This design comes from an exercise in tuning for small area on the open sky130 flow, not from production work.
In this exercise RTL edits were held to simulation tests only and were not proved equivalent to the original.
Power and IR drop assume default switching activity. No driver is modelled on the clock port, so clocking that relies on it looks cheaper here than on a real chip.

Setup of raven:
## trigger_top
module trigger_top (
    input  logic          ttc_clk,
    input  logic          rst,
    input  logic          rst_trigger_num,         
    input  logic          rst_trigger_timestamp,   
    input  trigger_pkg::trig_num_t     trig_num_preset,    
    input  trigger_pkg::timestamp_t    timestamp_preset,   
    input  logic          ttc_trigger,
    input  trigger_pkg::trig_type_t    trig_type,
    input  trigger_pkg::chan_mask_t    chan_en,
    input  trigger_pkg::delay_t        trig_delay,
    input  trigger_pkg::chan_mask_t    chan_dones,
    output trigger_pkg::chan_mask_t    chan_trig,
    input  logic          readout_ready,
    input  logic          readout_done,
    output logic          initiate_readout,
    output logic          send_empty_event,
    output trigger_pkg::readout_info_t readout_info,
    output trigger_pkg::trig_num_t     trig_num,
    output trigger_pkg::timestamp_t    trig_timestamp,
    output logic          error_trig_rate,
    output logic          error_trig_num,
    output logic          error_trig_type
);
For scale: about 3600 cells after synthesis, about 63000 um^2 of cells after synthesis.
export LEC_CHECK = 0
export CAP_MARGIN = 5
export CORE_MARGIN = 2
export CORE_UTILIZATION = 70
export CTS_CLUSTER_DIAMETER = 100
export CTS_CLUSTER_SIZE = 25
export GPL_TIMING_DRIVEN = 0
export SLEW_MARGIN = 5
export BUFFER_PORTS_ARGS = -buffer_cell sky130_fd_sc_hd__buf_1
create_clock -name core_clock -period 5.0 [get_ports {ttc_clk}]
standard.sh (not shown) runs the stock make flow with config.mk's settings and CLKGATE_MAP_FILE= SYNTH_SCRIPT=/design/flow/synth_recipe.tcl, a recipe that flattens the netlist after the stock synthesis.
==> flow/flow/run.sh <==
#!/bin/bash
# Own layout flow: the standard flow, with two changes that only affect how the layout is
# built: ABC maps the logic with an area-recovering script (the registers, mapped by dfflibmap
# before ABC, are untouched), and the port buffers use the smallest buffer cell.
set -euo pipefail
W=$(pwd)

# synthesis: the standard flow's own synthesis script; only the ABC script it reads is different
rm -rf "$W/syn_scripts"
cp -r "$FLOW_HOME/scripts" "$W/syn_scripts"
cp "$W/flow/abc_area.script" "$W/syn_scripts/abc_speed.script"
bash standard.sh SCRIPTS_DIR="$W/syn_scripts" synth > "$W/synth.log" 2>&1

# the rest of the standard flow
echo 'export BUFFER_PORTS_ARGS = -buffer_cell sky130_fd_sc_hd__buf_1' >> "$W/config.mk"
bash standard.sh > "$W/layout.log" 2>&1
==> flow/flow/abc_area.script <==
&get -n
&st
&syn2
&dch -f
&nf -a -R 1000
&st
&dch -f
&nf -a -R 1000
&put
raven completed end to end with timing, DRC and antenna clean.
Input-level comparison between lagoon and raven:
==> flow/run.sh (new file) <==
#!/bin/bash
# synth_recipe.tcl (not shown) runs the flow's synth.tcl, then flattens the netlist and writes it again
# the make line also repeats each setting of config.mk as NAME=value (left out here)
make -C /OpenROAD-flow-scripts/flow DESIGN_CONFIG=/design/flow/config.mk WORK_HOME=/design/flow/orfs CLKGATE_MAP_FILE= SYNTH_SCRIPT=/design/flow/synth_recipe.tcl finish
==> flow/config.mk <==
export PLATFORM = sky130hd
export DESIGN_NAME = trigger_top
export DESIGN_NICKNAME = trigger_top
export VERILOG_FILES = /design/flow/design.v
export SDC_FILE = /design/flow/constraint.sdc
export NUM_CORES = 4
export LEC_CHECK = 0
export CAP_MARGIN = 20
export CORE_MARGIN = 2
export CORE_UTILIZATION = 40
export SLEW_MARGIN = 20
removed: flow/flow/run.sh
removed: flow/flow/abc_area.script
removed: flow/standard.sh
Results
Sequential share of layout area down 7.2 points in lagoon wrt raven
raven has a lower clock-buffer cell count than lagoon.
Well-tap cell count grows by more than half when moving from raven to lagoon.
Comparing raven and lagoon, the higher detail-routed via count per cell is on raven.
On maximum achievable frequency, the higher figure sits with lagoon, not raven.
raven vs lagoon, capture point of the worst path: ts_mem[12][27] vs ts_mem[1][0]
Cmp raven and lagoon / final routed wirelength across all metal layers / higher: lagoon
lagoon vs. raven: met2 wire length went up 9000 um, wire length of the first global-routing pass went up, clock period minus final worst setup slack went down by 0.67 ns.
The inputs of fjord differ from those of lagoon as listed below.
==> flow/flow/run.sh (new file) <==
#!/bin/bash
# Own layout flow: the standard flow, with two changes that only affect how the layout is
# built: ABC maps the logic with an area-recovering script (the registers, mapped by dfflibmap
# before ABC, are untouched), the port buffers use the smallest buffer cell, and clock tree synthesis adds no dummy loads.
set -euo pipefail
W=$(pwd)

# synthesis: the standard flow's own synthesis script; only the ABC script it reads is different
rm -rf "$W/syn_scripts"
cp -r "$FLOW_HOME/scripts" "$W/syn_scripts"
cp "$W/flow/abc_area.script" "$W/syn_scripts/abc_speed.script"
bash standard.sh SCRIPTS_DIR="$W/syn_scripts" synth > "$W/synth.log" 2>&1

# the rest of the standard flow
cat >> "$W/config.mk" <<'EOC'
export BUFFER_PORTS_ARGS = -buffer_cell sky130_fd_sc_hd__buf_1
export CTS_ARGS = -sink_clustering_enable -repair_clock_nets -sink_clustering_size 30 -sink_clustering_max_diameter 80 -dont_use_dummy_load
EOC
bash standard.sh > "$W/layout.log" 2>&1
==> flow/flow/abc_area.script (new file) <==
&get -n
&st
&syn2
&dch -f
&nf -a -R 1000
&st
&dch -f
&nf -a -R 1000
&put
==> flow/standard.sh (new file) <==
#!/bin/bash
# synth_recipe.tcl (not shown) runs the flow's synth.tcl, then flattens the netlist and writes it again
# the make line also repeats each setting of config.mk as NAME=value (left out here)
make -C /OpenROAD-flow-scripts/flow DESIGN_CONFIG=/design/flow/config.mk WORK_HOME=/design/flow/orfs CLKGATE_MAP_FILE= SYNTH_SCRIPT=/design/flow/synth_recipe.tcl "${@:-finish}"
diff --git a/flow/config.mk b/flow/config.mk
--- a/flow/config.mk
+++ b/flow/config.mk
@@ -9,3 +9,7 @@
 export CORE_MARGIN = 2
-export CORE_UTILIZATION = 40
+export CORE_UTILIZATION = 70
+export CTS_CLUSTER_DIAMETER = 80
+export CTS_CLUSTER_SIZE = 30
 export SLEW_MARGIN = 20
+export BUFFER_PORTS_ARGS = -buffer_cell sky130_fd_sc_hd__buf_1
+export CTS_ARGS = -sink_clustering_enable -repair_clock_nets -sink_clustering_size 30 -sink_clustering_max_diameter 80 -dont_use_dummy_load
removed: flow/run.sh
Notes after the runs:
- Looking at the reports, fjord completed the entire flow and the layout it produced met the timing, DRC and antenna checks.
- lagoon: no failed stages, no open violations at the end
- Diff lagoon -> fjord: clock share of power lower; total power lower; global-route usage higher.
- Area growth from synthesis to layout in fjord is 9.0 points below lagoon.
- Compared fjord vs lagoon, and number of global-route vias before repair is down in fjord.
- Die footprint was higher in the run labelled lagoon.
- Buffers plus inverters on the worst setup path: fjord and lagoon compared, lower one is fjord
- Compared with lagoon, amount of wire on met2 after detailed routing in fjord decreased by more than 10%.
- Compare fjord and lagoon | logic depth of the worst setup path including buffers lower: lagoon
- For the power in combinational cells, fjord came in about 22% lower than lagoon did.
- Note that the synthesized area recorded for lagoon amounts to 1.06 times the value seen in fjord.
#### Input delta (willow over fjord)
==> flow/run.sh (new file) <==
#!/bin/bash
# synth_recipe.tcl (not shown) runs the flow's synth.tcl, then flattens the netlist and writes it again
# the make line also repeats each setting of config.mk as NAME=value (left out here)
make -C /OpenROAD-flow-scripts/flow DESIGN_CONFIG=/design/flow/config.mk WORK_HOME=/design/flow/orfs CLKGATE_MAP_FILE= SYNTH_SCRIPT=/design/flow/synth_recipe.tcl finish
==> flow/config.mk <==
export PLATFORM = sky130hd
export DESIGN_NAME = trigger_top
export DESIGN_NICKNAME = trigger_top
export VERILOG_FILES = /design/flow/design.v
export SDC_FILE = /design/flow/constraint.sdc
export NUM_CORES = 4
export LEC_CHECK = 0
export CAP_MARGIN = 20
export CORE_MARGIN = 2
export CORE_UTILIZATION = 72
export CTS_CLUSTER_DIAMETER = 100
export CTS_CLUSTER_SIZE = 25
export SLEW_MARGIN = 20
removed: flow/flow/run.sh
removed: flow/flow/abc_area.script
removed: flow/standard.sh
==> run notes <==
- Summary: setup skew after layout, willow better than fjord
- Logic depth of the worst path, buffers included was higher in the run labelled fjord.
- Diff fjord -> willow: clock network area share has increased; sequential power barely changed; met1 usage in global routing picked up an extra 1.4 points; first-pass GRT wire length climbed about 8%; sequential element share of the synthesized area shrank by 4.5 points.
- Going from fjord to willow, count of plain and timing-repair buffers in the layout shows an increase of 7.2%; final total power increased by 5.2% relative to the old numbers; total of clock buffers placed in the layout moved up; number of enable-type register cells in the synthesized netlist about even.

[separate check: timing with driven ports]
The flow's constraints put no driver on any port. The routed layouts listed below were extracted and timed again, unchanged, in two steps.
Step 1 (the two cells are an assumption about what drives the block):
set clk [get_ports {ttc_clk}]
set_driving_cell -lib_cell sky130_fd_sc_hd__clkbuf_16 $clk
set_driving_cell -lib_cell sky130_fd_sc_hd__buf_2 [delete_from_list [all_inputs] $clk]
Step 2 also shifts input and output timing later by t, the mid clock arrival at the registers, as if the neighbouring blocks saw the same clock.
a / b / c = ideal / step 1 / step 2; a / b = the first two.
run	t, ns	setup WS [ns]	clock arrival spread, ns	worst slew at a driven data input, ns	pins driven straight from the clock port
raven	0.756	0.188 / 0.188 / -0.467	0.056 / 0.055	0.13	1
lagoon	0.895	0.856 / 0.856 / 0.597	0.060 / 0.060	0.11	1
fjord	0.724	0.324 / 0.324 / 0.155	0.056 / 0.056	0.16	1
willow	0.754	1.048 / 1.048 / 0.874	0.034 / 0.034	0.08	1
With both steps, setup timing fails in raven, where it was met with ideal ports. For raven, which loses most, drivers alone change the setup slack by 0.000 ns; drivers and shift together by -0.655 ns.
